This design comes from an exercise in tuning for small area, a short achievable clock period and few clock cycles on the open sky130 flow, not from production work.
Where RTL was checked, it was by simulation tests only, not by an equivalence proof against the original.
The RTL of run 1 was laid out without a check of its function.
No activity file was given, so power comes from the tool's default toggle rates.

==> design.v <==
package fpa_pkg;
	localparam bit CUT_IN  = 1'b1;    
	localparam bit CUT_A   = 1'b1;    
	localparam bit CUT_B   = 1'b1;    
	localparam bit CUT_C   = 1'b1;    
	localparam bit CUT_OUT = 1'b1;    
	localparam int LAT     = CUT_IN + CUT_A + CUT_B + CUT_C + CUT_OUT;
	typedef struct packed {
		logic        sign;
		logic        nan;         
		logic        neg_big;     
		logic        neg_sml;     
		logic [7:0]  exp;         
		logic [22:0] big_x;       
		logic [26:0] sml_x;       
	} st_a_t;
	typedef struct packed {
		logic        sign;
		logic        nan;
		logic [7:0]  exp;
		logic [27:0] sum;         
	} st_b_t;
	typedef struct packed {
		logic        sign;
		logic        nan;
		logic [7:0]  exp;         
		logic [4:0]  lz;          
		logic [22:0] frac;
		logic        guard;
		logic        sticky;      
	} st_c_t;
endpackage
`timescale 1ns/1ps
module fpa_classify (
	input  logic [31:0]     i_a,
	input  logic [31:0]     i_b,
	input  logic            i_ea_ge,    
	input  logic            i_ea_lt,    
	output fpa_pkg::st_a_t  o_st
);
	logic [7:0]  ea;
	logic [7:0]  eb;
	logic        a_zero;
	logic        b_zero;
	logic        a_ones;
	logic        b_ones;
	logic        a_nan;
	logic        b_nan;
	logic        a_inf;
	logic        b_inf;
	logic        nan_res;
	logic        a_ge_b;      
	logic        ea_ge;       
	logic        ea_lt;       
	logic        eff_sub;
	logic [8:0]  d_ab;
	logic [8:0]  d_ba;
	logic [7:0]  e_dist;
	logic [4:0]  shamt;       
	logic        sml_live;    
	logic [22:0] sml_frac;
	logic [22:0] big_frac;
	logic [26:0] sml_al;
	logic        neg_big;
	logic        neg_sml;
	logic [23:0] sml_m;
	logic [26:0] shifted;
	logic        sticky;
	assign ea = i_a[30:23];
	assign eb = i_b[30:23];
	assign a_zero = ~|ea;
	assign b_zero = ~|eb;
	assign a_ones = &ea;
	assign b_ones = &eb;
	assign a_nan  = a_ones & |i_a[22:0];
	assign b_nan  = b_ones & |i_b[22:0];
	assign a_inf  = a_ones & ~|i_a[22:0];
	assign b_inf  = b_ones & ~|i_b[22:0];
	assign nan_res = a_nan | b_nan | (a_inf & b_inf & (i_a[31] ^ i_b[31]));
	assign o_st.nan = nan_res;
	fpa_cmp_ge #(.W(31)) u_cmp (.i_a(i_a[30:0]), .i_b(i_b[30:0]), .o_ge(a_ge_b));
	always_comb begin
		if (nan_res)
			o_st.sign = 1'b0;
		else if (a_zero & b_zero)
			o_st.sign = i_a[31] & i_b[31];
		else
			o_st.sign = a_ge_b ? i_a[31] : i_b[31];
	end
	assign eff_sub   = i_a[31] ^ i_b[31];
	assign d_ab   = {1'b0, ea} - {1'b0, eb};
	assign d_ba   = {1'b0, eb} - {1'b0, ea};
	assign ea_ge  = i_ea_ge;
	assign ea_lt  = i_ea_lt;
	assign e_dist = ea_lt ? d_ba[7:0] : d_ab[7:0];
	assign sml_live = ~(a_zero | b_zero);
	assign shamt    = (a_zero | b_zero | (e_dist > 8'd27)) ? 5'd27 : e_dist[4:0];
	assign o_st.exp      = ea_ge ? ea : eb;
	assign big_frac      = ea_ge ? i_a[22:0] : i_b[22:0];
	assign sml_frac      = ea_lt ? i_a[22:0] : i_b[22:0];
	assign neg_big = eff_sub & ~ea_lt & ~a_ge_b;
	assign neg_sml = eff_sub & (ea_lt | a_ge_b);
	assign o_st.neg_big = neg_big;
	assign o_st.neg_sml = neg_sml;
	assign sml_m   = {1'b1, sml_frac};
	assign shifted = {sml_m, 3'b000} >> shamt;
	always_comb begin
		sticky = 1'b0;
		for (int i = 0; i < 24; i++) begin
			if (shamt > 5'(i + 3)) sticky = sticky | sml_m[i];
		end
	end
	assign sml_al = {shifted[26:1], (shifted[0] | sticky) & sml_live};
	assign o_st.big_x = big_frac ^ {23{neg_big}};
	assign o_st.sml_x = sml_al ^ {27{neg_sml}};
endmodule
module fpa_cmp_ge #(
	parameter int W = 31
) (
	input  logic [W-1:0] i_a,
	input  logic [W-1:0] i_b,
	output logic         o_ge
);
	localparam int L = W + 1;    
	logic [2*L-2:0] gt;
	logic [2*L-2:0] eq;
	genvar k;
	generate
		for (k = 0; k < L; k++) begin : g_leaf
			if (k == 0) begin : g_pad
				assign gt[L - 1] = 1'b0;
				assign eq[L - 1] = 1'b1;
			end else begin : g_bit
				assign gt[L - 1 + k] = i_a[W - k] & ~i_b[W - k];
				assign eq[L - 1 + k] = ~(i_a[W - k] ^ i_b[W - k]);
			end
		end
		for (k = 0; k < L - 1; k++) begin : g_node
			assign gt[k] = gt[2*k + 1] | (eq[2*k + 1] & gt[2*k + 2]);
			assign eq[k] = eq[2*k + 1] & eq[2*k + 2];
		end
	endgenerate
	assign o_ge = gt[0] | eq[0];
endmodule
`timescale 1ns/1ps
module fpa_align_add (
	input  fpa_pkg::st_a_t  i_st,
	output fpa_pkg::st_b_t  o_st
);
	logic [27:0] big_ext;
	logic [27:0] sml_ext;
	logic [27:0] sum;
	assign big_ext = {i_st.neg_big, ~i_st.neg_big, i_st.big_x, {3{i_st.neg_big}}};
	assign sml_ext = {i_st.neg_sml, i_st.sml_x};
	fpa_add #(.N(28)) u_add (
		.i_a   (big_ext),
		.i_b   (sml_ext),
		.i_cin (i_st.neg_big | i_st.neg_sml),
		.o_sum (sum)
	);
	assign o_st.sum  = sum;
	assign o_st.nan  = i_st.nan;
	assign o_st.sign = i_st.sign;
	assign o_st.exp  = i_st.exp;
endmodule
module fpa_add #(
	parameter int N = 28
) (
	input  logic [N-1:0] i_a,
	input  logic [N-1:0] i_b,
	input  logic         i_cin,
	output logic [N-1:0] o_sum
);
	logic [N:0] g;
	logic [N:0] p;
	logic [N:0] x;
	always_comb begin
		x = {i_a ^ i_b, 1'b0};
		g = {i_a & i_b, i_cin};
		p = x;
		for (int d = 1; d <= N; d = d * 2) begin
			for (int i = 2 * d - 1; i <= N; i = i + 2 * d) begin
				g[i] = g[i] | (p[i] & g[i - d]);
				p[i] = p[i] & p[i - d];
			end
		end
		for (int d = 32; d >= 1; d = d / 2) begin
			for (int i = 3 * d - 1; i <= N; i = i + 2 * d) begin
				g[i] = g[i] | (p[i] & g[i - d]);
				p[i] = p[i] & p[i - d];
			end
		end
	end
	assign o_sum = x[N:1] ^ g[N-1:0];
endmodule
`timescale 1ns/1ps
module fpa_normalize (
	input  fpa_pkg::st_b_t  i_st,
	output fpa_pkg::st_c_t  o_st
);
	logic [27:0] s0;
	logic [27:0] s1;
	logic [27:0] s2;
	logic [27:0] s3;
	logic [27:0] s4;
	logic [27:0] s5;
	logic [4:0]  lz;
	logic        cancel;
	assign s0    = i_st.sum;
	assign lz[4] = ~|s0[27:12];
	assign s1    = lz[4] ? {s0[11:0], 16'h0} : s0;
	assign lz[3] = ~|s1[27:20];
	assign s2    = lz[3] ? {s1[19:0], 8'h0} : s1;
	assign lz[2] = ~|s2[27:24];
	assign s3    = lz[2] ? {s2[23:0], 4'h0} : s2;
	assign lz[1] = ~|s3[27:26];
	assign s4    = lz[1] ? {s3[25:0], 2'h0} : s3;
	assign lz[0] = ~s4[27];
	assign s5    = lz[0] ? {s4[26:0], 1'h0} : s4;
	assign cancel = ~|i_st.sum & |i_st.exp & ~&i_st.exp;
	assign o_st.frac   = s5[26:4];
	assign o_st.guard  = s5[3];
	assign o_st.sticky = |s5[2:0];
	assign o_st.lz     = lz;
	assign o_st.exp    = cancel ? 8'h00 : i_st.exp;
	assign o_st.sign   = i_st.sign & ~cancel;
	assign o_st.nan    = i_st.nan;
endmodule
`timescale 1ns/1ps
module fpa_special (
	input  fpa_pkg::st_c_t  i_st,
	output logic [31:0]     o_result
);
	logic        round_inc;
	logic [23:0] carry;       
	logic [22:0] frac_r;
	logic        all_ones;
	logic        mant_ovf;    
	logic signed [9:0] exp_n;
	logic        under0;      
	logic        under1;      
	logic        over0;       
	logic        over1;       
	logic        kill0;
	logic        under;
	logic        over;
	logic [7:0]  exp_inc;
	logic [7:0]  exp_out;
	logic        spec;        
	logic        ones;        
	assign round_inc = i_st.guard & (i_st.sticky | i_st.frac[0]);
	always_comb begin
		logic [23:0] p;
		p = {1'b1, i_st.frac};    
		for (int d = 1; d < 24; d = d * 2) begin
			for (int i = 2 * d - 1; i < 24; i = i + 2 * d) begin
				p[i] = p[i] & p[i - d];
			end
		end
		for (int d = 16; d >= 1; d = d / 2) begin
			for (int i = 3 * d - 1; i < 24; i = i + 2 * d) begin
				p[i] = p[i] & p[i - d];
			end
		end
		carry = {p[22:0], 1'b1} & {24{round_inc}};
	end
	assign frac_r   = i_st.frac ^ carry[22:0];
	assign all_ones = &i_st.frac;
	assign mant_ovf = round_inc & all_ones;
	assign exp_n  = $signed({2'b00, i_st.exp}) + 10'sd1 - $signed({5'b00000, i_st.lz});
	assign under0 = exp_n <= 10'sd0;
	assign under1 = exp_n <= -10'sd1;
	assign over0  = exp_n >= 10'sd255;
	assign over1  = exp_n >= 10'sd254;
	assign exp_inc = exp_n[7:0] + 8'd1;
	assign under   = mant_ovf ? under1 : under0;
	assign over    = mant_ovf ? over1 : over0;
	assign exp_out = mant_ovf ? exp_inc : exp_n[7:0];
	assign ones  = &i_st.exp;
	assign spec  = ones | ~|i_st.exp;
	assign kill0 = spec | under0 | over0;
	always_comb begin
		o_result[31] = i_st.sign;
		if (spec)
			o_result[30:23] = {8{ones}};
		else if (under)
			o_result[30:23] = 8'h00;
		else if (over)
			o_result[30:23] = 8'hFF;
		else
			o_result[30:23] = exp_out;
		o_result[22]   = (frac_r[22] & ~kill0) | i_st.nan;
		o_result[21:0] = frac_r[21:0] & {22{~kill0}};
	end
endmodule
`timescale 1ns/1ps
module fpa_adder (
	input  logic           i_clk,
	input  logic           i_arst_n,
	input  logic           i_valid,
	input  logic [31:0]    i_a,
	input  logic [31:0]    i_b,
	output logic           o_valid,
	output logic [31:0]    o_result
);
	logic [31:0]     op_a;
	logic [31:0]     op_b;
	logic            ea_ge;
	logic            op_ea_ge;     
	logic            op_ea_lt;     
	fpa_pkg::st_a_t  st_a_d;
	fpa_pkg::st_a_t  st_a_q;
	fpa_pkg::st_b_t  st_b_d;
	fpa_pkg::st_b_t  st_b_q;
	fpa_pkg::st_c_t  st_c_d;
	fpa_pkg::st_c_t  st_c_q;
	logic [31:0]     res_d;
	logic [fpa_pkg::LAT-1:0] vld;
	fpa_cmp_ge #(.W(15)) u_exp_cmp (.i_a({7'h0, i_a[30:23]}), .i_b({7'h0, i_b[30:23]}), .o_ge(ea_ge));
	fpa_classify  u_classify  (.i_a(op_a), .i_b(op_b), .i_ea_ge(op_ea_ge), .i_ea_lt(op_ea_lt), .o_st(st_a_d));
	fpa_align_add u_align_add (.i_st(st_a_q), .o_st(st_b_d));
	fpa_normalize u_normalize (.i_st(st_b_q), .o_st(st_c_d));
	fpa_special   u_special   (.i_st(st_c_q), .o_result(res_d));
	generate
		if (fpa_pkg::CUT_IN) begin : g_cut_in
			always_ff @(posedge i_clk) begin
				op_a     <= i_a;
				op_b     <= i_b;
				op_ea_ge <= ea_ge;
				op_ea_lt <= ~ea_ge;
			end
		end else begin : g_pass_in
			assign op_a     = i_a;
			assign op_b     = i_b;
			assign op_ea_ge = ea_ge;
			assign op_ea_lt = ~ea_ge;
		end
		if (fpa_pkg::CUT_A) begin : g_cut_a
			always_ff @(posedge i_clk) st_a_q <= st_a_d;
		end else begin : g_pass_a
			assign st_a_q = st_a_d;
		end
		if (fpa_pkg::CUT_B) begin : g_cut_b
			always_ff @(posedge i_clk) st_b_q <= st_b_d;
		end else begin : g_pass_b
			assign st_b_q = st_b_d;
		end
		if (fpa_pkg::CUT_C) begin : g_cut_c
			always_ff @(posedge i_clk) st_c_q <= st_c_d;
		end else begin : g_pass_c
			assign st_c_q = st_c_d;
		end
		if (fpa_pkg::CUT_OUT) begin : g_cut_out
			always_ff @(posedge i_clk) o_result <= res_d;
		end else begin : g_pass_out
			assign o_result = res_d;
		end
	endgenerate
	always_ff @(posedge i_clk or negedge i_arst_n) begin
		if (!i_arst_n)
			vld <= '0;
		else
			vld <= fpa_pkg::LAT'({vld, i_valid});
	end
	assign o_valid = vld[fpa_pkg::LAT-1];
endmodule
==> flow/run.sh <==
#!/bin/bash
# The standard layout, with plain buffers (not delay cells) on the ports.
# make's output goes to make.log; each ORFS step also logs under orfs/logs/.
set -euo pipefail
bash standard.sh 'BUFFER_PORTS_ARGS=-buffer_cell sky130_fd_sc_hd__buf_2' finish > make.log 2>&1
==> standard.sh <==
#!/bin/bash
# synth_recipe.tcl (not shown) runs the flow's synth.tcl, then flattens the netlist and writes it again
# the make line also repeats each setting of config.mk as NAME=value (left out here)
make -C /OpenROAD-flow-scripts/flow DESIGN_CONFIG=/design/flow/config.mk WORK_HOME=/design/flow/orfs CLKGATE_MAP_FILE= SYNTH_SCRIPT=/design/flow/synth_recipe.tcl "${@:-finish}"
==> config.mk <==
export PLATFORM = sky130hd
export DESIGN_NAME = fpa_adder
export DESIGN_NICKNAME = fpa_adder
export VERILOG_FILES = /design/flow/design.v
export SDC_FILE = /design/flow/constraint.sdc
export NUM_CORES = 4
export LEC_CHECK = 0
export ABC_AREA = 1
export CAP_MARGIN = 20
export CORE_MARGIN = 2
export CORE_UTILIZATION = 40
export CTS_CLUSTER_DIAMETER = 100
export CTS_CLUSTER_SIZE = 30
export SLEW_MARGIN = 20
==> constraint.sdc <==
create_clock -name core_clock -period 17.0 [get_ports {i_clk}]
set_input_delay 3.4000 -clock core_clock [delete_from_list [all_inputs] [get_ports {i_clk}]]
set_output_delay 3.4000 -clock core_clock [all_outputs]
set_load 0.01 [all_outputs]
==> results.txt, run 1 <==
Sw Ratio -> 41.3%
Routed Wire Length -> 34,000 um
Outcome -> complete, no violations
R2r startpoint -> op_a[25]
Cells after synthesis -> 1,955
Final setup violation count -> 0
CTS tree -> built
PostCTS Resize Cnt -> 0
Final Max Slew Viols -> 0
NetSw -> 867 uW
GR Util met1 -> 23.8%
Worst setup SP type -> register
Top_reg_cell synth -> dfxtp_1
TNS Setup -> 0 ns
Max Clk Rate -> 211 MHz
Commonest cells after routing, fill and taps aside -> 543 x nand2_1, 254 x inv_1, 238 x dfxtp_1, 158 x nand3_1, 145 x o21ai_0
HPWL Detailed -> 27,600 um
Die height -> 190 um
Detailed-route via count -> 12,000
Slew headroom -> 32.6%
Gr busiest metal -> met2
H-tree levels -> 1
Hold Path Origin -> st_a_q[57]
Crit path DAT -> 5.19 ns
Post-synthesis sequential area ratio -> 35.3%
RSZ-0062 raised after global routing -> false
GR Util met3 -> 2.15%
Post-layout min period -> 4.73 ns
Power Dens Cells -> 139 nW/um^2
Initial antenna violation count -> 0
Avg Cell Area, Syn -> 7.10 sq um
Fin worst setup slack -> 12.27 ns
Clock-pin slew on the worst setup and hold paths -> 0.10 ns
Number of antenna-violating nets in the routed design -> 0
Worst EP required -> 17.46 ns
Hold Worst Slack -> 0.338 ns
Mapped Nets -> 2,124
Endpoints failing hold -> 0
Post-Place Worst Slack -> 12.18 ns
Async set-reset flop share out of synthesis -> 2.06%
Post-route DRC -> 0
Die Wd -> 190 um
Post-synth EDFFs -> 0
First drt pass iteration count -> 6
DP Area -> 14,600 sq um
Period utilization -> 27.8%
FILL cells -> 3,588
Sequential Power Share -> 38.6%
Clock root buffer -> clkbuf_16
Worst Max-Slew Pin Slew -> 1.00 ns
Min-Delay Path Class -> register to register
Internal power -> 1230 uW
Vias per cell -> 4.86
Hold buffers post-CTS -> 0
TritonCTS Buffers -> 14
Clock latency on the worst-skew pair -> 0.51 ns
Share of cells above drive strength 1 -> 9.41%
DR WL/cell -> 13.8 um
Maximum vdd drop -> 102 uV
Synthesis-to-layout area growth -> 9.11%
Number of global-route vias before repair -> 11,600
Final Skew -> 0.0222 ns
Initial drt markers -> 762
Register bit total from synthesis -> 243
Gate power share -> 42.1%
Most common cell after layout, fill and taps aside -> nand2_1
Starting Density -> 40.4%
Die area -> 36,200 sq um
Dpl cells -> 2,450
Gr usage total -> 19.0%
Worst Setup End Kind -> register
Clock Tree Buf Depth -> 3
Clock share of power -> 19.3%
Crit path max fanout -> 29
Remaining Overflow, GRT -> 0
Routability congestion estimate -> 0.903
Standard-cell row count -> 68
Post-CTS Setup Bufs -> 0
Max-cap viol count -> 0
Core Footprint -> 34,400 sq um
Port Buffers -> 99
Leak -> 0.00773 uW
N_diodes -> 0
CP startpoint -> op_a[25]
Layout Cells excl Fill -> 2,474
Kind of critical path -> register to register
First-pass GRT wire length -> 56,500 um
Final #Nets -> 2,180
Syn Std Cell Area -> 13,900 sq um
Cell variety after synth -> 58
Design Area, Final -> 15,100 sq um
Num Clock Sinks -> 243
Pin count of the biggest net entering global routing -> 63
Boundary Pins -> 100
YS warnings -> 9
GR Util met2 -> 34.0%
layer usage:
metal / vias to the layer above / routed length (um)
li1: 6369 / -
met1: 5315 / 15200
met2: 284 / 16200
met3: 68 / 1490
met4: 0 / 1130
met5: - / 0
cell families (layout without fill, tap and decap cells):
kind of cell               count (synthesis)  after routing  synth area share (%)
xor gates and xnor gates                  72             72                  4.60
AOI/OAI and AO/OA                        262            262                  10.4
adders and majority gates                102            102                  10.1
DFF                                      243            243                  35.3
buffers and inverters                    330            394                  9.73
and+or+nand+nor                          945            945                  29.8
muxes                                      1              1                0.0722
power groups by stage:
stage / Combinational [uW] / Clock [uW] / Sequential (uW)
2_1_floorplan: 671 / 0 / 822
3_3_place_gp: 872 / 0 / 823
3_5_place_dp: 886 / 0 / 827
4_1_cts: 889 / 420 / 813
5_1_grt: 1030 / 443 / 830
6_report: 884 / 404 / 810
final cells by class:
| type | count | area [sq um] | share of cell area, % |
|---|---|---|---|
| Clock buffer | 17 | 393 | 2.60 |
| Clock inverter | 7 | 123 | 0.810 |
| Inverter | 268 | 1010 | 6.68 |
| Multi-Input combinational cell | 1382 | 7630 | 50.4 |
| Sequential cell | 243 | 4890 | 32.3 |
| Tap cell | 455 | 569 | 3.76 |
| Timing Repair Buffer | 102 | 518 | 3.42 |
synth_stat cells (9+ instances only):
library cell	n	share of area (%)
nand2_2	11	0.50
ha_1	85	7.7
o21ai_0	145	5.2
dfxtp_1	238	34
inv_1	254	6.9
xor2_1	68	4.3
nor4_1	16	0.72
buf_4	9	0.49
buf_2	25	0.90
nand2_1	543	15
nor2_2	13	0.59
nand4_1	39	1.8
fa_1	17	2.5
nor2_1	113	3.1
a21oi_1	56	2.0
inv_2	10	0.27
o21ai_1	21	0.76
nand3_1	158	5.7
clkbuf_1	21	0.57
nor3_1	16	0.58
per-stage QoR:
stage               util [%]  total power [uW]
floorplan                  -              1490
global placement        42.5              1700
detailed placement      42.5              1710
CTS                     44.0              2120
global route            44.0              2310
finish                  44.0              2100
flip-flops by register name (all words and copies together) (netlist names):
| signal | cells |
|---|---|
| o_result | 32 |
| op_a | 32 |
| op_b | 32 |
| op_ea_ge | 1 |
| op_ea_lt | 1 |
| st_a_q | 62 |
| st_b_q | 38 |
| st_c_q | 40 |
| vld | 5 |
path summary, 6_finish.rpt:
| check | cells after the start | slack (ns) | endpoint |
|---|---|---|---|
| min reg2reg | 0 | 0.34 | st_b_q[35] |
| min in group asynchronous | 1 | 2.68 | vld[3] |
| max | 22 | 12.27 | st_a_q[0] |
| min | 0 | 0.34 | st_b_q[35] |
| max reg2reg | 22 | 12.27 | st_a_q[0] |
| max in group asynchronous | 1 | 14.19 | vld[4] |
critical path, stage by stage (launching register included):
cell and delay (ns):
dfxtp_1 0.37, inv_1 0.08, ha_1 0.54, nand3_1 0.19, nand2_2 0.16, nand2_1 0.06
nand2_1 0.09, nand3_1 0.07, nand2_1 0.07, nand3_1 0.17, nor2_4 0.56, nand2_1 0.75
inv_1 0.65, nand2_1 0.13, inv_1 0.08, a21oi_1 0.06, a21oi_1 0.13, nand2_1 0.07
nor2_1 0.09, nand3_1 0.12, nand2_1 0.09, nand2_1 0.05, nand2_1 0.08
==> run 2: changes to the inputs <==
--- a/design.v
+++ b/design.v
@@ -50,6 +50,8 @@
 	logic        b_inf;
 	logic        nan_res;
 	logic        a_ge_b;      
+	logic        fa_ge;       
+	logic        e_eq;        
 	logic        ea_ge;       
 	logic        ea_lt;       
 	logic        eff_sub;
@@ -78,7 +80,9 @@
 	assign b_inf  = b_ones & ~|i_b[22:0];
 	assign nan_res = a_nan | b_nan | (a_inf & b_inf & (i_a[31] ^ i_b[31]));
 	assign o_st.nan = nan_res;
-	fpa_cmp_ge #(.W(31)) u_cmp (.i_a(i_a[30:0]), .i_b(i_b[30:0]), .o_ge(a_ge_b));
+	fpa_cmp_ge #(.W(31)) u_cmp (.i_a({8'h00, i_a[22:0]}), .i_b({8'h00, i_b[22:0]}), .o_ge(fa_ge));
+	assign e_eq   = ea == eb;
+	assign a_ge_b = ea_ge & (~e_eq | fa_ge);
 	always_comb begin
 		if (nan_res)
 			o_st.sign = 1'b0;
@@ -236,7 +240,8 @@
 	logic [22:0] frac_r;
 	logic        all_ones;
 	logic        mant_ovf;    
-	logic signed [9:0] exp_n;
+	logic [7:0]  exp_n;       
+	logic        e_small;     
 	logic        under0;      
 	logic        under1;      
 	logic        over0;       
@@ -267,15 +272,16 @@
 	assign frac_r   = i_st.frac ^ carry[22:0];
 	assign all_ones = &i_st.frac;
 	assign mant_ovf = round_inc & all_ones;
-	assign exp_n  = $signed({2'b00, i_st.exp}) + 10'sd1 - $signed({5'b00000, i_st.lz});
-	assign under0 = exp_n <= 10'sd0;
-	assign under1 = exp_n <= -10'sd1;
-	assign over0  = exp_n >= 10'sd255;
-	assign over1  = exp_n >= 10'sd254;
-	assign exp_inc = exp_n[7:0] + 8'd1;
+	assign exp_n   = i_st.exp + 8'd1 - {3'b000, i_st.lz};
+	assign exp_inc = exp_n + 8'd1;
+	assign e_small = ~|i_st.exp[7:5];
+	assign under0  = e_small & ({1'b0, i_st.lz} > {1'b0, i_st.exp[4:0]});
+	assign under1  = e_small & ({1'b0, i_st.lz} > {1'b0, i_st.exp[4:0]} + 6'd1);
+	assign over0   = (i_st.lz == 5'd0) & (&i_st.exp[7:1]);
+	assign over1   = ((i_st.lz == 5'd0) & (i_st.exp >= 8'd253)) | ((i_st.lz == 5'd1) & (&i_st.exp[7:1]));
 	assign under   = mant_ovf ? under1 : under0;
 	assign over    = mant_ovf ? over1 : over0;
-	assign exp_out = mant_ovf ? exp_inc : exp_n[7:0];
+	assign exp_out = mant_ovf ? exp_inc : exp_n;
 	assign ones  = &i_st.exp;
 	assign spec  = ones | ~|i_st.exp;
 	assign kill0 = spec | under0 | over0;
--- a/config.mk
+++ b/config.mk
@@ -6,9 +6,9 @@
 export NUM_CORES = 4
 export LEC_CHECK = 0
 export ABC_AREA = 1
-export CAP_MARGIN = 20
+export CAP_MARGIN = 50
 export CORE_MARGIN = 2
 export CORE_UTILIZATION = 40
 export CTS_CLUSTER_DIAMETER = 100
 export CTS_CLUSTER_SIZE = 30
-export SLEW_MARGIN = 20
+export SLEW_MARGIN = 80
==> results.txt, run 2 <==
Cells after synthesis -> 1,876
Post-Place Worst Slack -> 12.11 ns
Die height -> 189 um
Final Max Slew Viols -> 0
GR Util met1 -> 23.5%
Standard-cell row count -> 67
Number of antenna-violating nets in the routed design -> 0
Cell variety after synth -> 59
Largest registers -> st_a_q (62), st_c_q (40), st_b_q (38)
Clock share of power -> 18.6%
R2r worst-path depth -> 28
Boundary Pins -> 100
Gate power share -> 44.2%
Clock latency on the worst-skew pair -> 0.53 ns
Most common cell after layout, fill and taps aside -> nand2_1
Maximum vdd drop -> 105 uV
Top-count cell post-synth -> nand2_1
CTS tree -> built
Async set-reset flop share out of synthesis -> 2.06%
Hold buffers post-CTS -> 0
Port Buffers -> 99
Clock Tree Buf Depth -> 3
Commonest cells in the netlist -> 486 x nand2_1, 253 x inv_1, 238 x dfxtp_1
Crit path depth -> 1
Power Dens Cells -> 139 nW/um^2
Sequential Power Share -> 37.2%
Share of cells above drive strength 1 -> 13.5%
N_diodes -> 0
Num Clock Sinks -> 243
Top_reg_cell synth -> dfxtp_1
Synthesis-to-layout area growth -> 15.3%
HPWL Detailed -> 28,400 um
First drt pass iteration count -> 5
Number of global-route vias before repair -> 11,500
GR Util met2 -> 34.9%
Worst hold path cell count -> 0
Max Clk Rate -> 227 MHz
Remaining Overflow, GRT -> 0
Final Skew -> 0.0338 ns
Clock root buffer -> clkbuf_16
Fin worst setup slack -> 12.60 ns
Post-route DRC -> 0
Vias per cell -> 4.89
Area contributors post-synth -> dfxtp_1 35%, nand2_1 13%, ha_1 9.1%, inv_1 6.9%, nand3_1 5.3%
NetSw -> 919 uW
DR WL/cell -> 14.1 um
H-tree levels -> 1
Routability congestion estimate -> 0.924
TNS Setup -> 0 ns
Avg Cell Area, Syn -> 7.30 sq um
Internal power -> 1270 uW
Gr usage total -> 19.3%
Slew headroom -> 79.3%
Post-CTS Setup Bufs -> 0
Pin count of the biggest net entering global routing -> 38
Max FFs per register -> 62
Largest area contributor in the netlist -> dfxtp_1
Post-synth EDFFs -> 0
Worst Max-Slew Pin Slew -> 0.308 ns
Worst Path Buf+Inv -> 1
Routed Wire Length -> 34,400 um
Register with the most flip-flops -> st_a_q
Sw Ratio -> 42.0%
Slowest cell delay on critical path -> 0.37 ns
Worst Setup End Kind -> output port
Post-layout min period -> 4.40 ns
Die Wd -> 189 um
Worst setup SP type -> register
Post-synth top area share -> 34.8%
CP Cell Sequence -> buf_2
Leak -> 0.00793 uW
Mapped Nets -> 2,061
Core Footprint -> 33,600 sq um
Master of the slowest instance on the critical path -> dfrtp_1
Max-cap viol count -> 0
First-pass GRT wire length -> 56,300 um
Initial antenna violation count -> 0
Clock-pin slew on the worst setup and hold paths -> 0.10 ns
Post-synthesis sequential area ratio -> 35.7%
Crit path max fanout -> 1
Endpoints failing hold -> 0
GR Util met3 -> 1.93%
Min-Delay Path Class -> register to register
Crit path DAT -> 1.00 ns
Die area -> 35,700 sq um
Register bit total from synthesis -> 243
Final #Nets -> 2,169
Kind of critical path -> register to output port
Commonest cells after routing, fill and taps aside -> 481 x nand2_1, 252 x inv_1, 238 x dfxtp_1, 146 x nand3_1, 110 x nor2_1
YS warnings -> 9
Worst EP required -> 13.60 ns
Final setup violation count -> 0
Outcome -> complete, no violations
Syn Std Cell Area -> 13,700 sq um
Detailed-route via count -> 11,900
Critical path's top delay family -> flip-flops
PostCTS Resize Cnt -> 0
Initial drt markers -> 678
Gr busiest metal -> met2
TritonCTS Buffers -> 15
Starting Density -> 40.7%
RSZ-0062 raised after global routing -> false
Period utilization -> 25.9%
-- run 2: cell count changes after synthesis, sizes merged, moves of 4 or more --
cell | before | now
nand3 | 165 | 150
a21oi | 58 | 54
nand4 | 41 | 35
and2 | 4 | 0
xor2 | 69 | 60
a21o | 1 | 5
xnor2 | 3 | 7
nor3b | 0 | 6
nand2 | 558 | 494
ha | 85 | 100
o21ai | 168 | 159
-- run 2: cells by family (layout without fill, tap and decap cells) --
logic type,after synthesis,in the layout,synth area share (%)
flip-flops,243,243,35.7
multiplexers,3,3,0.219
adder cells (fa/ha/maj),118,118,11.8
XOR/XNOR,67,67,4.34
AND/OR/NAND/NOR,862,862,27.7
AO/OA/AOI/OAI,261,261,10.6
buffers and inverters,322,438,9.61
-- run 2: worst paths after layout --
kind	slack, ns	from	endpoint
min	0.34	st_c_q[39]	o_result[31]
max	12.60	vld[4]	o_valid
max in group asynchronous	14.19	i_arst_n	vld[0]
min reg2reg	0.34	st_c_q[39]	o_result[31]
min in group asynchronous	2.69	i_arst_n	vld[3]
max reg2reg	12.99	op_b[23]	st_a_q[17]
-- run 2: routing by layer --
metal / part of all wire [%] / up-vias
met3: 3.9 / 64
met4: 4.1 / 2
met1: 44 / 5331
met5: 0.13 / -
met2: 48 / 280
li1: - / 6262
-- run 2: final cells by class --
class / count / area, sq um
inverters: 266 / 1020
fillers: 3454 / 17800
multi-input cells: 1311 / 7920
well taps: 448 / 561
flip-flops and latches: 243 / 4890
clock buffers: 16 / 389
repair buffers: 147 / 866
clock inverters: 9 / 148
-- run 2: power by group through the flow --
stage | clock network (uW) | registers (uW) | logic, uW
after CTS | 423 | 815 | 962
after global placement | 0 | 821 | 890
after detailed placement | 0 | 828 | 958
after floorplan | 0 | 824 | 680
after global routing | 444 | 831 | 1110
final | 408 | 813 | 967
-- run 2: per-stage QoR --
step                total power, uW  std cells  utilization [%]  instance area [sq um]  hold slack, ns
CTS                            2200       2440             46.6                  15700           0.341
finish                         2190       2440             47.0                  15800           0.338
detailed placement             1790       2415             45.0                  15100           0.316
global placement               1710       2372             43.0                  14500           0.314
global route                   2390       2440             47.0                  15800           0.348
floorplan                      1500       1876                -                  13700           0.310
Testbench counts of run 2, summed over its fixed seeds: cycles 12,032.
==> run 3: changes to the inputs <==
--- a/config.mk
+++ b/config.mk
@@ -6,9 +6,9 @@
 export NUM_CORES = 4
 export LEC_CHECK = 0
 export ABC_AREA = 1
-export CAP_MARGIN = 50
+export CAP_MARGIN = 20
 export CORE_MARGIN = 2
 export CORE_UTILIZATION = 40
 export CTS_CLUSTER_DIAMETER = 100
 export CTS_CLUSTER_SIZE = 30
-export SLEW_MARGIN = 80
+export SLEW_MARGIN = 60
==> results.txt, run 3 <==
Outcome -> complete, no violations
NetSw -> 874 uW
Async set-reset flop share out of synthesis -> 2.06%
Crit path depth -> 1
Clock latency on the worst-skew pair -> 0.50 ns
Cell variety after synth -> 59
Worst Setup End Kind -> output port
Top-count cell post-synth -> nand2_1
Register bit total from synthesis -> 243
Die area -> 35,700 sq um
Reg2reg setup slack -> 12.80 ns
Max Clk Rate -> 227 MHz
Clock root buffer -> clkbuf_16
Min-Delay Path Class -> register to register
Post-route DRC -> 0
Reg2Reg Capture Point -> st_a_q[0]
Cells after synthesis -> 1,876
Slowest cell delay on critical path -> 0.37 ns
Post-synth EDFFs -> 0
Final setup violation count -> 0
R2r startpoint -> op_b[23]
Mapped Nets -> 2,061
Initial drt markers -> 721
Share of cells above drive strength 1 -> 9.44%
Power Dens Cells -> 140 nW/um^2
N_diodes -> 0
Combinational family with the most area after synthesis -> simple AND/OR/NAND/NOR gates
Compound-Gate Fraction of Synth Area -> 10.6%
Sequential Power Share -> 38.4%
FF+latch area -> 4890 sq um
Clock share of power -> 18.5%
DP Area -> 14,500 sq um
Power Total -> 2110 uW
Worst EP required -> 13.60 ns
Gr usage total -> 19.0%
Gate power share -> 43.0%
Worst hold path cell count -> 0
Post-synth top area share -> 34.8%
Number of global-route vias before repair -> 11,300
Post-CTS Setup Bufs -> 0
DR WL/cell -> 14.1 um
Max-cap viol count -> 0
Routed Wire Length -> 33,800 um
Layout Cells excl Fill -> 2,397
Master of the slowest instance on the critical path -> dfrtp_1
Worst Path Buf+Inv -> 1
Register with the most flip-flops -> st_a_q
Largest registers -> st_a_q (62), st_c_q (40), st_b_q (38)
RSZ-0062 raised after global routing -> false
Dpl cells -> 2,372
Die height -> 189 um
Max FFs per register -> 62
FILL cells -> 3,525
Crit path max fanout -> 1
TritonCTS Buffers -> 15
Starting Density -> 40.7%
Hold buffers post-CTS -> 0
Die Wd -> 189 um
Area contributors post-synth -> dfxtp_1 35%, nand2_1 13%, ha_1 9.1%, inv_1 6.9%, nand3_1 5.3%
Boundary Pins -> 100
Final Max Slew Viols -> 0
Worst setup SP type -> register
Core Footprint -> 33,600 sq um
Final #Nets -> 2,128
Synthesis-to-layout area growth -> 9.97%
TNS Setup -> 0 ns
Routability congestion estimate -> 0.924
Hold Worst Slack -> 0.330 ns
Sw Ratio -> 41.5%
Initial antenna violation count -> 0
Num Clock Sinks -> 243
Multiplexer area fraction after synthesis -> 0.219%
R2r worst-path depth -> 25
Largest area contributor in the netlist -> dfxtp_1
CP Cell Sequence -> buf_2
HPWL Detailed -> 27,800 um
Critical path's top delay family -> flip-flops
Leak -> 0.00764 uW
Slew headroom -> 60.4%
Vias per cell -> 4.89
Post-Synth Adder-Cell Area -> 11.8%
Clock Tree Buf Depth -> 3
First drt pass iteration count -> 5
Most common cell after layout, fill and taps aside -> nand2_1
Commonest cells in the netlist -> 486 x nand2_1, 253 x inv_1, 238 x dfxtp_1
CP startpoint -> vld[4]
Commonest cells after routing, fill and taps aside -> 483 x nand2_1, 253 x inv_1, 238 x dfxtp_1, 146 x nand3_1, 123 x o21ai_0
Period utilization -> 25.9%
Synth Area in XOR/XNOR -> 4.34%
Crit path DAT -> 1.00 ns
First-pass GRT wire length -> 55,400 um
Standard-cell row count -> 67
Top_reg_cell synth -> dfxtp_1
YS warnings -> 9
Final Skew -> 0.0314 ns
Design Area, Final -> 15,100 sq um
Syn Std Cell Area -> 13,700 sq um
Port Buffers -> 99
Post-layout min period -> 4.40 ns
Number of antenna-violating nets in the routed design -> 0
Simple-gate area share of the yosys netlist -> 27.7%
Remaining Overflow, GRT -> 0
Detailed-route via count -> 11,700
Internal power -> 1230 uW
PostCTS Resize Cnt -> 0
Post-synthesis sequential area ratio -> 35.7%
Area of the multi-input gates -> 7550 sq um
Crit path to -> o_valid
Worst Max-Slew Pin Slew -> 0.588 ns
Avg Cell Area, Syn -> 7.30 sq um
Kind of critical path -> register to output port
H-tree levels -> 1
Pin count of the biggest net entering global routing -> 64
Maximum vdd drop -> 104 uV
Clock-pin slew on the worst setup and hold paths -> 0.10 ns
Endpoints failing hold -> 0
CTS tree -> built
[run 3: layout make-up]
cell class                      instances  share of cell area, %
Multi-Input combinational cell       1311                   50.2
Sequential cell                       243                   32.5
Inverter                              266                   6.63
Timing Repair Buffer                  106                   3.72
Tap cell                              448                   3.72
Clock buffer                           15                   2.49
Clock inverter                          8                  0.789
[run 3: stage by stage]
step	setup WS, ns	utilization, %
CTS	12.56	44.7
floorplan	12.46	-
global route	12.45	44.8
finish	12.60	44.8
global placement	12.15	43.0
detailed placement	12.11	43.2
[run 3: kinds of logic (layout without fill, tap and decap cells)]
kind of cell,Yosys count,after routing
adder cells (fa/ha/maj),118,118
multiplexers,3,3
flip-flops,243,243
buffers and inverters,322,395
XOR/XNOR,67,67
AO/OA/AOI/OAI,261,261
AND/OR/NAND/NOR,862,862
[run 3: metal layers]
metal  routed length, um  up-vias  share of wire, %  GRT usage, %
met3                1410       72               4.2          2.00
li1                    -     6166                 -             -
met4                1570        0               4.6          8.35
met1               14900     5224                44          23.3
met2               15900      249                47          33.8
met5                   0        -                 0             0
[run 3: worst min-delay path by stage]
stage | start | to | slack (ns)
floorplan | st_c_q[39] | o_result[31] | 0.31
global placement | st_a_q[54] | st_b_q[32] | 0.31
detailed placement | st_a_q[57] | st_b_q[35] | 0.31
CTS | st_a_q[57] | st_b_q[35] | 0.32
global route | st_a_q[57] | st_b_q[35] | 0.34
finish | st_a_q[57] | st_b_q[35] | 0.33
[run 3: power by group through the flow]
| stage | Sequential [uW] | Combinational (uW) | Clock, uW |
|---|---|---|---|
| 5_1_grt | 827 | 1050 | 428 |
| 2_1_floorplan | 824 | 680 | 0 |
| 3_3_place_gp | 821 | 890 | 0 |
| 4_1_cts | 811 | 907 | 406 |
| 3_5_place_dp | 824 | 903 | 0 |
| 6_report | 809 | 906 | 390 |
==> run 4: changes to the inputs <==
--- a/config.mk
+++ b/config.mk
@@ -8,7 +8,7 @@
 export ABC_AREA = 1
 export CAP_MARGIN = 20
 export CORE_MARGIN = 2
-export CORE_UTILIZATION = 40
+export CORE_UTILIZATION = 70
 export CTS_CLUSTER_DIAMETER = 100
 export CTS_CLUSTER_SIZE = 30
 export SLEW_MARGIN = 60
==> results.txt, run 4 <==
Outcome -> complete, no violations
Simple-gate area share of the yosys netlist -> 27.7%
Pin count of the biggest net entering global routing -> 64
Top-count cell post-synth -> nand2_1
Post-layout min period -> 4.39 ns
Crit path max fanout -> 1
Syn Std Cell Area -> 13,700 sq um
DR WL/cell -> 14.9 um
Worst Setup End Kind -> output port
Post-Synth Adder-Cell Area -> 11.8%
CTS tree -> built
Fin worst setup slack -> 12.61 ns
CP Cell Sequence -> buf_2
Detailed-route via count -> 12,200
Largest area contributor in the netlist -> dfxtp_1
Mapped Nets -> 2,061
Master of the slowest instance on the critical path -> dfrtp_1
Num Clock Sinks -> 243
Cell variety after synth -> 59
Clock-pin slew on the worst setup and hold paths -> 0.10 ns
Final #Nets -> 2,124
Initial antenna violation count -> 0
Hold buffers post-CTS -> 0
Post-synth EDFFs -> 0
Die height -> 144 um
Worst EP required -> 13.60 ns
Clock Tree Buf Depth -> 3
Share of cells above drive strength 1 -> 8.91%
Number of antenna-violating nets in the routed design -> 0
PostCTS Resize Cnt -> 0
Top_reg_cell synth -> dfxtp_1
R2r startpoint -> op_a[24]
Maximum vdd drop -> 114 uV
Synth Area in XOR/XNOR -> 4.34%
Routability congestion estimate -> 1.01
Slowest cell delay on critical path -> 0.37 ns
Multiplexer area fraction after synthesis -> 0.219%
Routed Wire Length -> 32,900 um
N_diodes -> 0
Max Clk Rate -> 228 MHz
Max-cap viol count -> 0
Endpoints failing hold -> 0
Port Buffers -> 99
TNS Setup -> 0 ns
Avg Cell Area, Syn -> 7.30 sq um
Period utilization -> 25.8%
Slew headroom -> 60.5%
Final Skew -> 0.0216 ns
Post-synth top area share -> 34.8%
Clock root buffer -> clkbuf_16
Critical path's top delay family -> flip-flops
Compound-Gate Fraction of Synth Area -> 10.6%
WHS Endpoint -> st_b_q[35]
Starting Density -> 70.8%
Max FFs per register -> 62
Post-synthesis sequential area ratio -> 35.7%
Worst Max-Slew Pin Slew -> 0.586 ns
Clock latency on the worst-skew pair -> 0.50 ns
FF+latch area -> 4890 sq um
Post-route DRC -> 0
Boundary Pins -> 100
H-tree levels -> 1
Sw Ratio -> 41.2%
Die Wd -> 144 um
Combinational family with the most area after synthesis -> simple AND/OR/NAND/NOR gates
Clock share of power -> 16.4%
RSZ-0062 raised after global routing -> false
Core Footprint -> 19,300 sq um
Die area -> 20,700 sq um
Worst hold path cell count -> 0
Kind of critical path -> register to output port
Reg2Reg Capture Point -> st_a_q[0]
Number of global-route vias before repair -> 11,400
Remaining Overflow, GRT -> 0
First-pass GRT wire length -> 52,500 um
Post-CTS Setup Bufs -> 0
Leak -> 0.00759 uW
Worst Path Buf+Inv -> 1
R2r worst-path depth -> 22
YS warnings -> 9
Async set-reset flop share out of synthesis -> 2.06%
Min-Delay Path Class -> register to register
Gr usage total -> 31.5%
Area contributors post-synth -> dfxtp_1 35%, nand2_1 13%, ha_1 9.1%, inv_1 6.9%, nand3_1 5.3%
Area of the multi-input gates -> 7530 sq um
Vias per cell -> 5.54
HPWL Detailed -> 26,000 um
Largest registers -> st_a_q (62), st_c_q (40), st_b_q (38)
Worst setup SP type -> register
Reg2reg setup slack -> 12.89 ns
Hold Path Origin -> st_a_q[57]
Most common cell after layout, fill and taps aside -> nand2_1
Sequential Power Share -> 39.2%
FILL cells -> 1,494
Final setup violation count -> 0
NetSw -> 853 uW
Gate power share -> 44.4%
Register with the most flip-flops -> st_a_q
Post-Place Worst Slack -> 12.14 ns
Crit path DAT -> 0.99 ns
Initial drt markers -> 798
Standard-cell row count -> 51
Register bit total from synthesis -> 243
Synthesis-to-layout area growth -> 7.31%
First drt pass iteration count -> 5
Commonest cells in the netlist -> 486 x nand2_1, 253 x inv_1, 238 x dfxtp_1
Internal power -> 1220 uW
Power Dens Cells -> 141 nW/um^2
Commonest cells after routing, fill and taps aside -> 483 x nand2_1, 253 x inv_1, 238 x dfxtp_1, 146 x nand3_1, 123 x o21ai_0
Cells after synthesis -> 1,876
TritonCTS Buffers -> 12
Final Max Slew Viols -> 0
[run 4: power by group through the flow]
stage	combinational (uW)	sequential (uW)	clock [uW]
floorplan	680	824	0
global placement	858	816	0
detailed placement	895	823	0
CTS	904	811	343
global route	1050	830	358
finish	919	811	338
[run 4: logic make-up (layout without fill, tap and decap cells)]
kind of cell	count (synthesis)	after routing
multiplexers	3	3
flip-flops	243	243
buffers and inverters	322	388
adder cells (fa/ha/maj)	118	118
AO/OA/AOI/OAI	261	261
AND/OR/NAND/NOR	862	862
XOR/XNOR	67	67
[run 4: cell type report]
type                            instances  share of cell area [%]
Multi-Input combinational cell       1311                    51.3
Sequential cell                       243                    33.3
Timing Repair Buffer                  105                    3.72
Tap cell                              265                    2.26
Inverter                              266                    6.80
Clock buffer                           14                    2.24
Clock inverter                          3                   0.426
[run 4: metrics by stage]
stage / hold WS, ns / instances / utilization, % / cell area [sq um] / power [uW]
2_1_floorplan: 0.310 / 1876 / - / 13700 / 1500
3_3_place_gp: 0.311 / 2189 / 73.6 / 14200 / 1670
3_5_place_dp: 0.312 / 2189 / 73.8 / 14300 / 1720
4_1_cts: 0.338 / 2206 / 75.8 / 14700 / 2060
5_1_grt: 0.347 / 2207 / 76.0 / 14700 / 2240
6_report: 0.336 / 2207 / 76.0 / 14700 / 2070
[run 4: how the worst max path moves through the flow]
stage                 start       end  slack, ns  depth (start not counted)
floorplan           i_b[23]  op_ea_ge      12.46                         10
global placement    i_a[23]  op_ea_ge      12.23                         10
detailed placement  i_a[23]  op_ea_ge      12.14                         10
CTS                  vld[4]   o_valid      12.60                          1
global route        i_a[23]  op_ea_lt      12.55                         11
finish               vld[4]   o_valid      12.61                          1
[run 4: layer usage]
layer,global-route usage (%),routed length [um],part of all wire (%)
met1,35.0,13100,40
met2,58.3,16300,50
met3,3.73,1570,4.8
met4,17.2,1950,5.9
met5,0,0,0
==> run 5: changes to the inputs <==
--- a/config.mk
+++ b/config.mk
@@ -8,7 +8,7 @@
 export ABC_AREA = 1
 export CAP_MARGIN = 20
 export CORE_MARGIN = 2
-export CORE_UTILIZATION = 70
+export CORE_UTILIZATION = 60
 export CTS_CLUSTER_DIAMETER = 100
 export CTS_CLUSTER_SIZE = 30
-export SLEW_MARGIN = 60
+export SLEW_MARGIN = 40
==> results.txt, run 5 <==
Outcome -> complete, no violations
Cell variety after synth -> 59
Number of global-route vias before repair -> 11,100
Post-synth EDFFs -> 0
Top-count cell post-synth -> nand2_1
Port Buffers -> 99
Compound-Gate Fraction of Synth Area -> 10.6%
PostCTS Resize Cnt -> 0
Die Wd -> 155 um
Post-synth top area share -> 34.8%
Worst Setup End Kind -> output port
Max Clk Rate -> 228 MHz
Area contributors post-synth -> dfxtp_1 35%, nand2_1 13%, ha_1 9.1%, inv_1 6.9%, nand3_1 5.3%
Initial antenna violation count -> 0
Detailed-route via count -> 11,700
Slew headroom -> 55.0%
Largest area contributor in the netlist -> dfxtp_1
Number of antenna-violating nets in the routed design -> 0
Commonest cells in the netlist -> 486 x nand2_1, 253 x inv_1, 238 x dfxtp_1
Clock root buffer -> clkbuf_16
Hold Path Origin -> st_a_q[61]
Min-Delay Path Class -> register to register
Crit path DAT -> 0.98 ns
CTS tree -> built
Max-cap viol count -> 0
Leak -> 0.00756 uW
DR WL/cell -> 14.1 um
Standard-cell row count -> 55
Routability congestion estimate -> 0.987
Pin count of the biggest net entering global routing -> 64
Worst setup SP type -> register
Simple-gate area share of the yosys netlist -> 27.7%
Share of cells above drive strength 1 -> 8.55%
Hold Worst Slack -> 0.336 ns
Hold buffers post-CTS -> 0
Core Footprint -> 22,500 sq um
Period utilization -> 25.8%
Avg Cell Area, Syn -> 7.30 sq um
Worst Path Buf+Inv -> 1
Initial drt markers -> 694
CP Cell Sequence -> buf_2
Final #Nets -> 2,123
Routed Wire Length -> 31,400 um
Post-Place Worst Slack -> 12.17 ns
Remaining Overflow, GRT -> 0
Clock latency on the worst-skew pair -> 0.49 ns
Worst EP required -> 13.60 ns
Starting Density -> 60.8%
TNS Setup -> 0 ns
Endpoints failing hold -> 0
First drt pass iteration count -> 5
Kind of critical path -> register to output port
First-pass GRT wire length -> 52,000 um
Worst Max-Slew Pin Slew -> 0.667 ns
Synth Area in XOR/XNOR -> 4.34%
Post-Synth Adder-Cell Area -> 11.8%
HPWL Detailed -> 25,600 um
YS warnings -> 9
Die height -> 155 um
Final Max Slew Viols -> 0
Top_reg_cell synth -> dfxtp_1
Mapped Nets -> 2,061
Crit path max fanout -> 1
Power Dens Cells -> 138 nW/um^2
Die area -> 24,000 sq um
Post-route DRC -> 0
Final setup violation count -> 0
Cells after synthesis -> 1,876
Reg2Reg Capture Point -> st_a_q[1]
Register bit total from synthesis -> 243
Boundary Pins -> 100
Master of the slowest instance on the critical path -> dfrtp_1
Async set-reset flop share out of synthesis -> 2.06%
Fin worst setup slack -> 12.62 ns
R2r startpoint -> op_a[24]
TritonCTS Buffers -> 12
N_diodes -> 0
Most common cell after layout, fill and taps aside -> nand2_1
Synthesis-to-layout area growth -> 7.01%
Clock Tree Buf Depth -> 3
Gr usage total -> 26.4%
RSZ-0062 raised after global routing -> false
Combinational family with the most area after synthesis -> simple AND/OR/NAND/NOR gates
Reg2reg setup slack -> 12.96 ns
Critical path's top delay family -> flip-flops
Post-CTS Setup Bufs -> 0
Largest registers -> st_a_q (62), st_c_q (40), st_b_q (38)
Clock-pin slew on the worst setup and hold paths -> 0.10 ns
Final Skew -> 0.0126 ns
H-tree levels -> 1
Register with the most flip-flops -> st_a_q
Post-synthesis sequential area ratio -> 35.7%
Num Clock Sinks -> 243
Max FFs per register -> 62
Syn Std Cell Area -> 13,700 sq um
Commonest cells after routing, fill and taps aside -> 485 x nand2_1, 253 x inv_1, 238 x dfxtp_1, 146 x nand3_1, 126 x o21ai_0
Post-layout min period -> 4.38 ns
Slowest cell delay on critical path -> 0.37 ns
Maximum vdd drop -> 111 uV
Worst hold path cell count -> 0
WHS Endpoint -> st_b_q[37]
Multiplexer area fraction after synthesis -> 0.219%
Vias per cell -> 5.27
R2r worst-path depth -> 20
[run 5: cell count changes in the layout (fill, tap and decap cells not counted), sizes merged]
cell / delta
clkinv: -1
clkinvlp: +1
bufinv: -1
clkbuf: +1
[run 5: logic make-up (layout without fill, tap and decap cells)]
kind of cell	after synthesis	after routing
simple gates	862	862
buf+inv	322	388
compound gates	261	261
flops	243	243
fa+ha+maj	118	118
xor+xnor	67	67
mux	3	3
[run 5: area by class of cell]
| cell class | count | area (sq um) |
|---|---|---|
| fillers | 2074 | 7850 |
| multi-input cells | 1311 | 7500 |
| flip-flops and latches | 243 | 4890 |
| inverters | 266 | 998 |
| repair buffers | 104 | 533 |
| well taps | 285 | 357 |
| clock buffers | 16 | 337 |
| clock inverters | 2 | 37.5 |
[run 5: worst max-delay path by stage]
stage,startpoint,end,slack [ns],depth (start not counted)
6_report,vld[4],o_valid,12.62,1
4_1_cts,vld[4],o_valid,12.60,1
3_5_place_dp,i_a[23],op_ea_ge,12.17,10
3_3_place_gp,i_a[23],op_ea_ge,12.20,10
2_1_floorplan,i_b[23],op_ea_ge,12.46,10
5_1_grt,i_a[23],op_ea_ge,12.45,10
[run 5: layer usage]
metal / vias to the layer above / global-route usage [%] / part of all wire, %
met5: - / 0 / 0
met4: 0 / 12.4 / 5.2
met3: 82 / 2.81 / 3.9
met2: 270 / 47.8 / 48
met1: 5220 / 31.5 / 42
li1: 6160 / - / -
[run 5: per-stage QoR]
step	std cells	util (%)	power, uW	area, sq um
floorplan	1876	-	1500	13700
global placement	2209	63.4	1690	14300
detailed placement	2209	63.4	1710	14300
CTS	2227	65.1	2030	14600
global route	2227	65.1	2220	14700
finish	2227	65.1	2020	14700
[run 5: power by group]
| part | total [uW] | switching, uW | internal, uW |
|---|---|---|---|
| registers | 809 | 78.0 | 731 |
| clock network | 321 | 176 | 145 |
| logic | 890 | 569 | 321 |
| total | 2020 | 823 | 1200 |
==> run 6: changes to the inputs <==
--- a/config.mk
+++ b/config.mk
@@ -11,4 +11,4 @@
 export CORE_UTILIZATION = 60
 export CTS_CLUSTER_DIAMETER = 100
 export CTS_CLUSTER_SIZE = 30
-export SLEW_MARGIN = 40
+export SLEW_MARGIN = 60
==> results.txt, run 6 <==
DR WL/cell -> 14.2 um
Worst EP required -> 13.60 ns
Crit path max fanout -> 1
Port Buffers -> 99
Crit path to -> o_valid
Remaining Overflow, GRT -> 0
Die height -> 155 um
YS warnings -> 9
Max-cap viol count -> 0
Area contributors post-synth -> dfxtp_1 35%, nand2_1 13%, ha_1 9.1%, inv_1 6.9%, nand3_1 5.3%
Avg Cell Area, Syn -> 7.30 sq um
Post-route core utilization -> 65.3%
CP Cell Sequence -> buf_2
Largest registers -> st_a_q (62), st_c_q (40), st_b_q (38)
Async set-reset flop share out of synthesis -> 2.06%
Cell variety after synth -> 59
Worst Path Buf+Inv -> 1
Commonest cells after routing, fill and taps aside -> 483 x nand2_1, 253 x inv_1, 238 x dfxtp_1, 146 x nand3_1, 123 x o21ai_0
Most common cell after layout, fill and taps aside -> nand2_1
HPWL Detailed -> 25,600 um
Post-synth top area share -> 34.8%
Simple-gate area share of the yosys netlist -> 27.7%
Clock latency on the worst-skew pair -> 0.49 ns
Synth Area in XOR/XNOR -> 4.34%
Slew headroom -> 59.8%
Power Dens Cells -> 138 nW/um^2
Worst Setup End Kind -> output port
CTS tree -> built
Initial antenna violation count -> 0
Hold buffers post-CTS -> 0
Combinational family with the most area after synthesis -> simple AND/OR/NAND/NOR gates
Gr usage total -> 26.3%
R2r startpoint -> op_b[23]
TNS Setup -> 0 ns
Cells after synthesis -> 1,876
Post-Synth Adder-Cell Area -> 11.8%
Synthesis-to-layout area growth -> 7.35%
Period utilization -> 25.7%
Detailed-route via count -> 11,800
N_diodes -> 0
Slowest cell delay on critical path -> 0.37 ns
Number of global-route vias before repair -> 10,900
Top-count cell post-synth -> nand2_1
Kind of critical path -> register to output port
Share of cells above drive strength 1 -> 8.91%
RSZ-0062 raised after global routing -> false
Clock-pin slew on the worst setup and hold paths -> 0.10 ns
Master of the slowest instance on the critical path -> dfrtp_1
Min-Delay Path Class -> register to register
Post-synthesis sequential area ratio -> 35.7%
Standard-cell row count -> 55
Clock root buffer -> clkbuf_16
Outcome -> complete, no violations
Max FFs per register -> 62
Reg2Reg Capture Point -> st_a_q[0]
Compound-Gate Fraction of Synth Area -> 10.6%
Final setup violation count -> 0
Vias per cell -> 5.29
Routed Wire Length -> 31,600 um
Final #Nets -> 2,124
Post-CTS Setup Bufs -> 0
Num Clock Sinks -> 243
Design Area, Final -> 14,700 sq um
Final Max Slew Viols -> 0
Reg2reg setup slack -> 12.92 ns
Max Clk Rate -> 229 MHz
Top_reg_cell synth -> dfxtp_1
Multiplexer area fraction after synthesis -> 0.219%
H-tree levels -> 1
Syn Std Cell Area -> 13,700 sq um
Endpoints failing hold -> 0
Commonest cells in the netlist -> 486 x nand2_1, 253 x inv_1, 238 x dfxtp_1
Post-route DRC -> 0
R2r worst-path depth -> 24
Register bit total from synthesis -> 243
Mapped Nets -> 2,061
Crit path DAT -> 0.98 ns
Die Wd -> 155 um
Crit path depth -> 1
Starting Density -> 60.8%
Largest area contributor in the netlist -> dfxtp_1
Register with the most flip-flops -> st_a_q
First drt pass iteration count -> 5
DP Area -> 14,300 sq um
TritonCTS Buffers -> 12
Critical path's top delay family -> flip-flops
Final Skew -> 0.0191 ns
Clock Tree Buf Depth -> 3
Initial drt markers -> 704
Post-layout min period -> 4.38 ns
Maximum vdd drop -> 108 uV
Die area -> 24,000 sq um
Boundary Pins -> 100
Number of antenna-violating nets in the routed design -> 0
First-pass GRT wire length -> 51,300 um
Leak -> 0.00757 uW
CP startpoint -> vld[4]
Worst setup SP type -> register
Pin count of the biggest net entering global routing -> 64
Core Footprint -> 22,500 sq um
Post-synth EDFFs -> 0
Routability congestion estimate -> 0.987
PostCTS Resize Cnt -> 0
Worst Max-Slew Pin Slew -> 0.598 ns
[run 6: stage by stage]
step | worst slack [ns] | total power, uW | hold slack (ns) | instances
global placement | 12.20 | 1690 | 0.310 | 2209
CTS | 12.60 | 2040 | 0.337 | 2226
global route | 12.45 | 2220 | 0.349 | 2227
detailed placement | 12.16 | 1710 | 0.312 | 2209
floorplan | 12.46 | 1500 | 0.310 | 1876
finish | 12.62 | 2030 | 0.336 | 2227
[run 6: cell type report]
type | instances | area, sq um
clock buffers | 15 | 333
inverters | 266 | 998
repair buffers | 105 | 541
well taps | 285 | 357
fillers | 2043 | 7810
clock inverters | 2 | 38.8
multi-input cells | 1311 | 7540
flip-flops and latches | 243 | 4890
[run 6: worst min-delay path by stage]
stage | start | to | slack, ns | cells after the start
2_1_floorplan | st_c_q[39] | o_result[31] | 0.31 | 0
3_3_place_gp | st_c_q[39] | o_result[31] | 0.31 | 0
3_5_place_dp | st_a_q[56] | st_b_q[34] | 0.31 | 0
4_1_cts | st_a_q[56] | st_b_q[34] | 0.34 | 0
5_1_grt | st_c_q[39] | o_result[31] | 0.35 | 0
6_report | st_a_q[61] | st_b_q[37] | 0.34 | 0
[run 6: power breakdown]
| part | switching, uW | internal [uW] | leakage [uW] | total (uW) |
|---|---|---|---|---|
| Clock | 177 | 144 | 0.000178 | 321 |
| Sequential | 80.5 | 731 | 0.00206 | 811 |
| Combinational | 573 | 323 | 0.00533 | 896 |
| Total | 830 | 1200 | 0.00757 | 2030 |
[run 6: logic make-up (layout without fill, tap and decap cells)]
kind of cell,count (synthesis),after routing
flip-flops,243,243
adder cells (fa/ha/maj),118,118
multiplexers,3,3
buffers and inverters,322,388
XOR/XNOR,67,67
AO/OA/AOI/OAI,261,261
AND/OR/NAND/NOR,862,862
[run 6: routing by layer]
layer  part of all wire, %  global-route usage, %  wire (um)  vias to the layer above
met1                    42                   31.1      13300                     5203
li1                      -                      -          -                     6166
met5                     0                      0          0                        -
met2                    48                   47.5      15100                      336
met3                   4.6                   2.67       1470                       81
met4                   5.3                   12.8       1670                        0
==> run 7: changes to the inputs <==
--- a/config.mk
+++ b/config.mk
@@ -11,4 +11,5 @@
 export CORE_UTILIZATION = 60
 export CTS_CLUSTER_DIAMETER = 100
 export CTS_CLUSTER_SIZE = 30
+export PLACE_DENSITY = 0.8
 export SLEW_MARGIN = 60
==> results.txt, run 7 <==
Core Footprint -> 22,500 sq um
R2r startpoint -> op_b[23]
First drt pass iteration count -> 7
Slew headroom -> 59.6%
Power Total -> 2030 uW
CP startpoint -> vld[4]
Period utilization -> 25.9%
Pin count of the biggest net entering global routing -> 64
Final Skew -> 0.0249 ns
Vias per cell -> 5.37
Largest area contributor in the netlist -> dfxtp_1
First-pass GRT wire length -> 52,700 um
Post-synthesis sequential area ratio -> 35.7%
Post-CTS Setup Bufs -> 0
TritonCTS Buffers -> 12
Post-synth EDFFs -> 0
Initial antenna violation count -> 0
Die area -> 24,000 sq um
Routability congestion estimate -> 0.957
Outcome -> complete, no violations
WHS Endpoint -> o_result[31]
Cells after synthesis -> 1,876
Gr usage total -> 26.7%
Worst Max-Slew Pin Slew -> 0.601 ns
Crit path DAT -> 1.00 ns
Detailed-route via count -> 12,000
Syn Std Cell Area -> 13,700 sq um
Final #Nets -> 2,125
Worst EP required -> 13.60 ns
Top_reg_cell synth -> dfxtp_1
Post-layout min period -> 4.40 ns
Clock Tree Buf Depth -> 3
Clock-pin slew on the worst setup and hold paths -> 0.11 ns
Die Wd -> 155 um
Share of cells above drive strength 1 -> 9.10%
Most common cell after layout, fill and taps aside -> nand2_1
RSZ-0062 raised after global routing -> false
Kind of critical path -> register to output port
Reg2Reg Capture Point -> st_a_q[1]
Master of the slowest instance on the critical path -> dfrtp_1
Largest registers -> st_a_q (62), st_c_q (40), st_b_q (38)
Number of antenna-violating nets in the routed design -> 0
Cell variety after synth -> 59
Num Clock Sinks -> 243
Hold buffers post-CTS -> 0
Endpoints failing hold -> 0
Port Buffers -> 99
Mapped Nets -> 2,061
Slowest cell delay on critical path -> 0.37 ns
Max Clk Rate -> 227 MHz
Leak -> 0.00758 uW
Power Dens Cells -> 138 nW/um^2
DR WL/cell -> 14.3 um
R2r worst-path depth -> 23
N_diodes -> 0
Initial drt markers -> 834
Standard-cell row count -> 55
Synthesis-to-layout area growth -> 7.59%
Critical path's top delay family -> flip-flops
PostCTS Resize Cnt -> 0
Top-count cell post-synth -> nand2_1
Boundary Pins -> 100
Area contributors post-synth -> dfxtp_1 35%, nand2_1 13%, ha_1 9.1%, inv_1 6.9%, nand3_1 5.3%
YS warnings -> 9
Async set-reset flop share out of synthesis -> 2.06%
Clock share of power -> 15.9%
Max-cap viol count -> 0
Starting Density -> 60.8%
Number of global-route vias before repair -> 11,300
Maximum vdd drop -> 113 uV
Register with the most flip-flops -> st_a_q
TNS Setup -> 0 ns
Sequential Power Share -> 39.8%
Worst setup SP type -> register
Register bit total from synthesis -> 243
Max FFs per register -> 62
Final setup violation count -> 0
Remaining Overflow, GRT -> 0
Crit path max fanout -> 1
Sw Ratio -> 41.0%
Clock latency on the worst-skew pair -> 0.50 ns
Gate power share -> 44.4%
Commonest cells in the netlist -> 486 x nand2_1, 253 x inv_1, 238 x dfxtp_1
Routed Wire Length -> 31,800 um
Worst hold path cell count -> 0
H-tree levels -> 1
Internal power -> 1200 uW
Hold Path Origin -> st_c_q[39]
Post-route DRC -> 0
Commonest cells after routing, fill and taps aside -> 483 x nand2_1, 253 x inv_1, 238 x dfxtp_1, 146 x nand3_1, 123 x o21ai_0
Post-route core utilization -> 65.5%
Die height -> 155 um
Avg Cell Area, Syn -> 7.30 sq um
CTS tree -> built
CP Cell Sequence -> buf_2
Min-Delay Path Class -> register to register
Final Max Slew Viols -> 0
HPWL Detailed -> 25,600 um
Clock root buffer -> clkbuf_16
Reg2reg setup slack -> 12.77 ns
Post-synth top area share -> 34.8%
Worst Setup End Kind -> output port
Worst Path Buf+Inv -> 1
NetSw -> 833 uW
-- run 7: cell counts after synthesis --
No cell type changed its count.
-- run 7: power by group through the flow --
stage	Clock [uW]	Sequential (uW)	Combinational [uW]
floorplan	0	824	680
global placement	0	818	866
detailed placement	0	821	890
CTS	334	808	893
global route	354	825	1040
finish	322	808	902
-- run 7: area by class of cell --
| type | count | area [sq um] |
|---|---|---|
| clock buffer | 15 | 333 |
| clock inverter | 3 | 33.8 |
| fill | 2073 | 7770 |
| inverter | 266 | 998 |
| multi-input combinational | 1311 | 7560 |
| sequential | 243 | 4890 |
| tap | 285 | 357 |
| timing repair buffer | 106 | 561 |
-- run 7: cells by family after synthesis --
logic type	after synthesis	synth area share, %
XOR/XNOR	67	4.34
AND/OR/NAND/NOR	862	27.7
adder cells (fa/ha/maj)	118	11.8
buffers and inverters	322	9.61
flip-flops	243	35.7
AO/OA/AOI/OAI	261	10.6
multiplexers	3	0.219
-- run 7: metrics by stage --
step | instance area, sq um | cells | hold slack, ns | worst slack, ns
6_report | 14700 | 2229 | 0.336 | 12.60
5_1_grt | 14700 | 2229 | 0.329 | 12.44
4_1_cts | 14700 | 2227 | 0.338 | 12.58
3_5_place_dp | 14300 | 2209 | 0.312 | 12.13
3_3_place_gp | 14300 | 2209 | 0.311 | 12.15
2_1_floorplan | 13700 | 1876 | 0.310 | 12.46
-- run 7: routing by layer --
layer | routed length [um] | vias up | global-route usage [%]
met5 | 0 | - | 0
met4 | 1320 | 0 | 10.8
met3 | 1420 | 84 | 2.73
met2 | 15700 | 330 | 49.1
met1 | 13300 | 5397 | 32.0
li1 | - | 6163 | -
-- run 7: how the worst max path moves through the flow --
stage / to / slack [ns] / depth (start not counted)
4_1_cts: o_valid / 12.58 / 1
6_report: o_valid / 12.60 / 1
3_5_place_dp: op_ea_ge / 12.13 / 10
5_1_grt: st_a_q[1] / 12.44 / 22
2_1_floorplan: op_ea_ge / 12.46 / 10
3_3_place_gp: op_ea_ge / 12.15 / 10

## static timing again, ports no longer ideal
Ports are ideal in the flow. The routed layouts listed here were re-timed in OpenROAD. Step 1: set_driving_cell puts a clkbuf_16 on i_clk and a buf_2 on each other input, an assumption about the parent block. Step 2 times the ports against the registers' clock, not the clock port: input delays grow and output delays shrink by t, the midpoint of the rising clock arrivals with the driver on. Three values: no drivers, after step 1, after step 2; two values: the first two.
run | t (ns) | setup WS [ns] | worst hold slack (ns) | worst register clock-pin slew, ns | worst data-port slew with drivers (ns)
run 1 | 0.553 | 12.270 / 12.270 / 12.185 | 0.338 / 0.338 / 0.338 | 0.11 / 0.11 | 0.03
run 2 | 0.560 | 12.599 / 12.547 / 12.158 | 0.338 / 0.338 / 0.338 | 0.11 / 0.11 | 0.03
run 3 | 0.540 | 12.597 / 12.545 / 12.160 | 0.330 / 0.330 / 0.330 | 0.10 / 0.10 | 0.03
run 4 | 0.533 | 12.609 / 12.560 / 12.140 | 0.336 / 0.336 / 0.336 | 0.11 / 0.11 | 0.04
run 5 | 0.532 | 12.619 / 12.568 / 12.197 | 0.336 / 0.336 / 0.336 | 0.11 / 0.11 | 0.03
run 6 | 0.530 | 12.624 / 12.576 / 12.203 | 0.336 / 0.336 / 0.336 | 0.11 / 0.11 | 0.03
run 7 | 0.536 | 12.603 / 12.554 / 12.150 | 0.336 / 0.336 / 0.336 | 0.11 / 0.11 | 0.05
After both steps every run listed still meets setup and hold. For run 4, which loses most, drivers alone change the setup slack by -0.049 ns; drivers and shift together by -0.469 ns.
